Background: an optimization exercise with open tools, aiming at small area, a short achievable clock period and few clock cycles. Do not read the settings as production practice.
RTL that was checked went through simulation tests only; none was proved equivalent to the original.
Power is estimated from default activity; no workload was simulated.

Setup of sierra:
// mulApbChip
module mulApbChip (
	input logic clk,
	input logic arstN,
	input logic psel,
	input logic penable,
	input logic pwrite,
	input logic [7:0] paddr,
	input logic [31:0] pwdata,
	output logic [31:0] prdata,
	output logic pready,
	output logic pslverr
);
	apbPkg::apbReqT apbReq;
	apbPkg::apbRspT apbRsp;
	assign apbReq.psel = psel;
	assign apbReq.penable = penable;
	assign apbReq.pwrite = pwrite;
	assign apbReq.paddr = paddr;
	assign apbReq.pwdata = pwdata;
	assign prdata = apbRsp.prdata;
	assign pready = apbRsp.pready;
	assign pslverr = apbRsp.pslverr;
	mulApbTop mulApbTop_i (
		.clk(clk),
		.arstN(arstN),
		.apbReq(apbReq),
		.apbRsp(apbRsp)
	);
endmodule
For scale: about 1,400 cells after synthesis, roughly 230 flip-flops.
Settings: LEC_CHECK=0, CAP_MARGIN=20, CORE_MARGIN=2, CORE_UTILIZATION=40, SLEW_MARGIN=20; clock period 13.0 ns.
standard.sh (not shown) runs the stock make flow with config.mk's settings and CLKGATE_MAP_FILE= SYNTH_SCRIPT=/design/flow/synth_recipe.tcl, a recipe that flattens the netlist after the stock synthesis.
==> flow/flow/run.sh <==
#!/bin/bash
# The standard layout, with timing repair aimed at a path delay well below
# the clock period: the clock and the constraints are unchanged, only
# repair_timing's setup margin is raised (and kept to the worst endpoints).
set -euo pipefail
export SETUP_SLACK_MARGIN="${FLOW_SETUP_MARGIN:-9.4}"
export TNS_END_PERCENT="${FLOW_TNS_END:-10}"
export BUFFER_PORTS_ARGS="-buffer_cell sky130_fd_sc_hd__buf_1"
export CTS_ARGS="-sink_clustering_enable -repair_clock_nets -dont_use_dummy_load -buf_list {sky130_fd_sc_hd__clkbuf_4 sky130_fd_sc_hd__clkbuf_8}"
# keep each full adder of the multiplier step a module of its own through
# synthesis, so that it maps to one full-adder cell without inverters around it, and keep the
# two address decodes that gate many flip-flops short;
# the netlist is flattened at the end of synthesis as usual
export SYNTH_KEEP_MODULES="fullAdd startDetect addrDecode"
bash standard.sh > flow_standard.log 2>&1
sierra | status: complete | timing, DRC, antenna: pass
Testbench counts of sierra, summed over its fixed seeds: cycles 14,400.
#### Input delta (garnet over sierra)
--- a/flow/flow/run.sh
+++ b/flow/flow/run.sh
@@ -6,6 +6,6 @@
 export SETUP_SLACK_MARGIN="${FLOW_SETUP_MARGIN:-9.4}"
 export TNS_END_PERCENT="${FLOW_TNS_END:-10}"
-export BUFFER_PORTS_ARGS="-buffer_cell sky130_fd_sc_hd__buf_1"
-export CTS_ARGS="-sink_clustering_enable -repair_clock_nets -dont_use_dummy_load -buf_list {sky130_fd_sc_hd__clkbuf_4 sky130_fd_sc_hd__clkbuf_8}"
+export BUFFER_PORTS_ARGS="-buffer_cell sky130_fd_sc_hd__buf_2"
+export CTS_ARGS="-sink_clustering_enable -repair_clock_nets -dont_use_dummy_load -sink_clustering_size 20 -sink_clustering_max_diameter 80 -buf_list {sky130_fd_sc_hd__clkbuf_8 sky130_fd_sc_hd__clkbuf_16}"
 # keep each full adder of the multiplier step a module of its own through
 # synthesis, so that it maps to one full-adder cell without inverters around it, and keep the
[summary]
- Reported for garnet and sierra, number of flip-flops and latches turned out identical to the last digit.
- Compared with sierra, in garnet top fanout value on the critical path flat, clock insertion delay at the later pin of the skew report now smaller, sequential share of cell area moved down.
--- input diff garnet..amber ---
--- a/flow/flow/run.sh
+++ b/flow/flow/run.sh
@@ -4,8 +4,8 @@
 # repair_timing's setup margin is raised (and kept to the worst endpoints).
 set -euo pipefail
-export SETUP_SLACK_MARGIN="${FLOW_SETUP_MARGIN:-9.4}"
+export SETUP_SLACK_MARGIN="${FLOW_SETUP_MARGIN:-9.2}"
 export TNS_END_PERCENT="${FLOW_TNS_END:-10}"
 export BUFFER_PORTS_ARGS="-buffer_cell sky130_fd_sc_hd__buf_2"
-export CTS_ARGS="-sink_clustering_enable -repair_clock_nets -dont_use_dummy_load -sink_clustering_size 20 -sink_clustering_max_diameter 80 -buf_list {sky130_fd_sc_hd__clkbuf_8 sky130_fd_sc_hd__clkbuf_16}"
+export CTS_ARGS="-sink_clustering_enable -repair_clock_nets -dont_use_dummy_load -buf_list {sky130_fd_sc_hd__clkbuf_4 sky130_fd_sc_hd__clkbuf_8}"
 # keep each full adder of the multiplier step a module of its own through
 # synthesis, so that it maps to one full-adder cell without inverters around it, and keep the
[summary]
Final critical delay including setup and external delays deteriorates in amber relative to garnet.
For garnet, the worst-path cell with the longest stage delay was sky130_fd_sc_hd__dfxtp_1, unlike amber, where it was sky130_fd_sc_hd__or2_2.
Setup slack in amber is smaller than in garnet.
Relative to garnet, clock share of power has increased by 2.8 points in amber.
amber: critical path depth 3 above garnet
Compared amber vs garnet, and total non-filler cell area in the finished layout is down in amber.
## Diff of input files: zinc against amber
--- a/flow/flow/run.sh
+++ b/flow/flow/run.sh
@@ -4,5 +4,5 @@
 # repair_timing's setup margin is raised (and kept to the worst endpoints).
 set -euo pipefail
-export SETUP_SLACK_MARGIN="${FLOW_SETUP_MARGIN:-9.2}"
+export SETUP_SLACK_MARGIN="${FLOW_SETUP_MARGIN:-9.5}"
 export TNS_END_PERCENT="${FLOW_TNS_END:-10}"
 export BUFFER_PORTS_ARGS="-buffer_cell sky130_fd_sc_hd__buf_2"
Findings:
In summary, zinc completed successfully, with a layout that passed the timing, DRC and antenna checks.
On zinc: post-cts repair resize count is 30 higher than what amber gave.
The first-pass GRT wire length number comes out lower for amber vs zinc.
[compare] base=amber new=zinc: combinational power share barely changed, fraction of area in registers dropped 0.39 points.
[inputs] raven vs zinc
--- a/flow/flow/run.sh
+++ b/flow/flow/run.sh
@@ -4,8 +4,8 @@
 # repair_timing's setup margin is raised (and kept to the worst endpoints).
 set -euo pipefail
-export SETUP_SLACK_MARGIN="${FLOW_SETUP_MARGIN:-9.5}"
+export SETUP_SLACK_MARGIN="${FLOW_SETUP_MARGIN:-9.2}"
 export TNS_END_PERCENT="${FLOW_TNS_END:-10}"
 export BUFFER_PORTS_ARGS="-buffer_cell sky130_fd_sc_hd__buf_2"
-export CTS_ARGS="-sink_clustering_enable -repair_clock_nets -dont_use_dummy_load -buf_list {sky130_fd_sc_hd__clkbuf_4 sky130_fd_sc_hd__clkbuf_8}"
+export CTS_ARGS="-sink_clustering_enable -repair_clock_nets -dont_use_dummy_load -sink_clustering_size 16 -sink_clustering_max_diameter 80 -buf_list {sky130_fd_sc_hd__clkbuf_4 sky130_fd_sc_hd__clkbuf_8}"
 # keep each full adder of the multiplier step a module of its own through
 # synthesis, so that it maps to one full-adder cell without inverters around it, and keep the
==> comparison <==
Diff zinc -> raven: number of multi-input combinational cells in the layout essentially unchanged, first-pass GRT wire length fell by 1.1%, leakage power summed over all cells has decreased. raven: maximum cell stage delay along the critical path is 0.20 ns higher than what zinc reported. Diff zinc -> raven: final wirelength lost 2.3%, overall global routing resource usage has decreased, non-clock buffer count went down by 7, leftover overflow at the end of global routing flat. raven finished end to end and its layout was clean on timing, DRC and antenna. Looking at overall power consumption, raven sits below zinc. The met2 track demand over resource in global routing of raven is lower than that of zinc. On post-synthesis average cell area, zinc and raven are neck and neck.

========
mulApbChip, a different RTL version from the one above (not shown whole).
Size: roughly 230 flip-flops, roughly 16000 um2 of cells after synthesis.
clock: 13.0 ns
lec_check: 0
abc_clock_period_in_ps: 3500
cap_margin: 20
core_margin: 2
core_utilization: 40
slew_margin: 20
==> flow/flow/run.sh <==
#!/bin/bash
# The standard layout, with timing repair aimed at a path delay well below
# the clock period: the clock and the constraints are unchanged, only
# repair_timing's setup margin is raised (and kept to the worst endpoints).
set -euo pipefail
export SETUP_SLACK_MARGIN="${FLOW_SETUP_MARGIN:-9.2}"
export TNS_END_PERCENT="${FLOW_TNS_END:-10}"
export BUFFER_PORTS_ARGS="-buffer_cell sky130_fd_sc_hd__buf_2"
export CTS_ARGS="-sink_clustering_enable -repair_clock_nets -dont_use_dummy_load -buf_list {sky130_fd_sc_hd__clkbuf_4 sky130_fd_sc_hd__clkbuf_8}"
# keep each full adder of the multiplier step a module of its own through
# synthesis, so that it maps to one full-adder cell without inverters around it;
# the netlist is flattened at the end of synthesis as usual
export SYNTH_KEEP_MODULES=fullAdd
bash standard.sh > flow_standard.log 2>&1
The baseline produced a clean layout.
Rerun with:
ABC_CLOCK_PERIOD_IN_PS = not set   (was 3500)
Total power is unchanged.
Sequential share of layout area is unchanged.
Clock-buffer cell count does not change.
Sequential power stays flat.
Maximum frequency stays the same.
Via count stays the same.
Worst hold slack stays the same.
No run of this note included a check of the RTL's function; only the layout flow was run.

========
## v46
mulApbChip with an RTL version that a note above also has.
Size in the first run: roughly 79 I/O pins, about 16000 sq um of cells after synthesis.
clock: 13.0 ns
lec_check: 0
cap_margin: 20
core_margin: 2
core_utilization: 40
slew_margin: 20
==> flow/flow/run.sh <==
#!/bin/bash
# The standard layout, with timing repair aimed at a path delay well below
# the clock period: the clock and the constraints are unchanged, only
# repair_timing's setup margin is raised (and kept to the worst endpoints).
set -euo pipefail
export SETUP_SLACK_MARGIN="${FLOW_SETUP_MARGIN:-9.2}"
export TNS_END_PERCENT="${FLOW_TNS_END:-10}"
export BUFFER_PORTS_ARGS="-buffer_cell sky130_fd_sc_hd__buf_2"
export CTS_ARGS="-sink_clustering_enable -repair_clock_nets -dont_use_dummy_load -buf_list {sky130_fd_sc_hd__clkbuf_4 sky130_fd_sc_hd__clkbuf_8}"
# keep each full adder of the multiplier step a module of its own through
# synthesis, so that it maps to one full-adder cell without inverters around it, and keep the
# two address decodes that gate many flip-flops short;
# the netlist is flattened at the end of synthesis as usual
export SYNTH_KEEP_MODULES="fullAdd startDetect addrDecode"
export PRE_RESIZE_TCL="$PWD/flow/max_fanout.tcl"
bash standard.sh > flow_standard.log 2>&1
==> flow/flow/max_fanout.tcl <==
# sourced before repair_design (after global placement): split nets that
# drive many pins, such as the accumulator's enable and clear, into buffer
# trees rather than leave them on one driver
set_max_fanout 16 [current_design]
v46 did not stop at any stage, and its layout met the timing, DRC and antenna checks.
Testbench counts of v46, summed over its fixed seeds: cycles 14,400.
### v46 -> v57
--- a/flow/flow/run.sh
+++ b/flow/flow/run.sh
@@ -4,5 +4,5 @@
 # repair_timing's setup margin is raised (and kept to the worst endpoints).
 set -euo pipefail
-export SETUP_SLACK_MARGIN="${FLOW_SETUP_MARGIN:-9.2}"
+export SETUP_SLACK_MARGIN="${FLOW_SETUP_MARGIN:-9.3}"
 export TNS_END_PERCENT="${FLOW_TNS_END:-10}"
 export BUFFER_PORTS_ARGS="-buffer_cell sky130_fd_sc_hd__buf_2"
@@ -13,4 +13,3 @@
 # the netlist is flattened at the end of synthesis as usual
 export SYNTH_KEEP_MODULES="fullAdd startDetect addrDecode"
-export PRE_RESIZE_TCL="$PWD/flow/max_fanout.tcl"
 bash standard.sh > flow_standard.log 2>&1
removed: flow/flow/max_fanout.tcl
--- outcome ---
Density: v57 sparser than v46
From v57 to v46, initial cell density of the core did not move at all.
Against v46 as the reference, v57 delivers a lower total power.
Edits applied to the flow inputs when going from v57 to v25:
# v57
export LEC_CHECK = 0
export CAP_MARGIN = 20
export CORE_MARGIN = 2
export CORE_UTILIZATION = 40
export SLEW_MARGIN = 20
create_clock -name core_clock -period 13.0 [get_ports {clk}]
# v25
export LEC_CHECK = 0
export CAP_MARGIN = 20
export CORE_MARGIN = 2
export CORE_UTILIZATION = 60
export SLEW_MARGIN = 20
create_clock -name core_clock -period 13.0 [get_ports {clk}]
--- a/flow/flow/run.sh
+++ b/flow/flow/run.sh
@@ -4,5 +4,5 @@
 # repair_timing's setup margin is raised (and kept to the worst endpoints).
 set -euo pipefail
-export SETUP_SLACK_MARGIN="${FLOW_SETUP_MARGIN:-9.3}"
+export SETUP_SLACK_MARGIN="${FLOW_SETUP_MARGIN:-9.2}"
 export TNS_END_PERCENT="${FLOW_TNS_END:-10}"
 export BUFFER_PORTS_ARGS="-buffer_cell sky130_fd_sc_hd__buf_2"
### Flow results
v57 ended up with mulApbTop_i.mulArray_i.accS[10]$_DFFE_PP_ as its termination of the worst setup path; v25 ended up with mulApbTop_i.mulArray_i.accC[23]$_DFFE_PP_.
From v57 to v25 the numbers moved as follows: global-route track usage on met3 grew by 3.7 points; synthesized netlist cell count barely changed; power density over the cells grew by 1.4%; wire length down 2.2%.
Of v57 and v25, the run reporting the lower total global-route track usage was v57.
The final layout from v25, which completed every stage, passed the timing, DRC and antenna checks at the end of the flow.
The signed area change from the synthesized netlist to the final layout number comes out higher for v57 vs v25.
Status: clock slew seen by the registers of the worst setup and hold paths parity (v57, v25)
Taking v57 as the reference, in v25 power did not really move, number of antenna violations at the first check in global routing went up.
Between v57 and v25, the flow reports wire length the detailed router placed on met1 decreasing by a few percent.
Logic gate share of total power: v25 vs v57 — no meaningful difference
The inputs of v44 differ from those of v25 as listed below.
# v25
export LEC_CHECK = 0
export CAP_MARGIN = 20
export CORE_MARGIN = 2
export CORE_UTILIZATION = 60
export SLEW_MARGIN = 20
create_clock -name core_clock -period 13.0 [get_ports {clk}]
# v44
export LEC_CHECK = 0
export CAP_MARGIN = 20
export CORE_MARGIN = 2
export CORE_UTILIZATION = 40
export SLEW_MARGIN = 20
create_clock -name core_clock -period 13.0 [get_ports {clk}]
--- a/flow/flow/run.sh
+++ b/flow/flow/run.sh
@@ -4,5 +4,5 @@
 # repair_timing's setup margin is raised (and kept to the worst endpoints).
 set -euo pipefail
-export SETUP_SLACK_MARGIN="${FLOW_SETUP_MARGIN:-9.2}"
+export SETUP_SLACK_MARGIN="${FLOW_SETUP_MARGIN:-9.4}"
 export TNS_END_PERCENT="${FLOW_TNS_END:-10}"
 export BUFFER_PORTS_ARGS="-buffer_cell sky130_fd_sc_hd__buf_2"
Findings:
Final count of hold timing violations came out exactly the same in v25 and v44.
Looking at cell count along the critical path across v25 and v44, the one that comes out lower is v44.
On cell area: between v25 and v44, it ends up lower for v25.
v44 against v25: met1 track demand over resource in global routing fell by 17 points; growth of design area from synthesis to finish climbed 2.4 points; multi-input combinational cell area went up about 0.7%; final cell count without fillers shows an increase of about 11%.
Higher smallest setup slack after layout goes to v44 over v25.
Re total DRC errors in the routed layout: no difference whatsoever between v25 and v44.
v44 vs v25, number of instances in the placed design went up by about 11%.
Of v25 and v44, v25 shows the higher core utilization, with v44 below it.

## separate check: timing with driven ports
The flow's constraints put no driver on any port. The routed layouts listed below were extracted and timed again, unchanged, in two steps.
Step 1: set_driving_cell puts a clkbuf_16 on clk and a buf_2 on each other input, an assumption about the parent block.
Step 2 times the ports against the registers' clock, not the clock port: input delays grow and output delays shrink by t, the midpoint of the rising clock arrivals with the driver on.
a / b / c = no drivers / after step 1 / after step 2; a / b = the first two.
| run | shift t [ns] | setup slack, ns | hold slack, ns | worst setup path after step 2 | worst register clock-pin slew, ns |
|---|---|---|---|---|---|
| sierra | 0.599 | 9.332 / 9.281 / 8.801 | 0.476 / 0.476 / 0.476 | input to register | 0.06 / 0.06 |
| garnet | 0.548 | 9.290 / 9.235 / 8.835 | 0.485 / 0.485 / 0.485 | input to register | 0.09 / 0.09 |
| amber | 0.597 | 9.254 / 9.218 / 8.690 | 0.479 / 0.479 / 0.479 | input to register | 0.06 / 0.06 |
| zinc | 0.597 | 9.360 / 9.307 / 8.804 | 0.479 / 0.479 / 0.479 | input to register | 0.06 / 0.06 |
| raven | 0.590 | 9.078 / 9.109 / 8.519 | 0.492 / 0.492 / 0.492 | input to register | 0.11 / 0.11 |
| the first run of note 2 | 0.595 | 8.792 / 8.811 / 8.216 | 0.473 / 0.473 / 0.473 | input to register | 0.06 / 0.06 |
| the second run of note 2 | 0.595 | 8.792 / 8.811 / 8.216 | 0.473 / 0.473 / 0.473 | input to register | 0.06 / 0.06 |
| v46 | 0.599 | 9.168 / 9.200 / 8.601 | 0.484 / 0.484 / 0.484 | input to register | 0.06 / 0.06 |
| v57 | 0.597 | 9.222 / 9.233 / 8.659 | 0.479 / 0.479 / 0.479 | input to register | 0.06 / 0.06 |
| v25 | 0.583 | 9.171 / 9.182 / 8.616 | 0.490 / 0.490 / 0.490 | input to register | 0.06 / 0.06 |
| v44 | 0.595 | 9.333 / 9.281 / 8.801 | 0.478 / 0.478 / 0.478 | input to register | 0.06 / 0.06 |
After both steps every run listed still meets setup and hold.
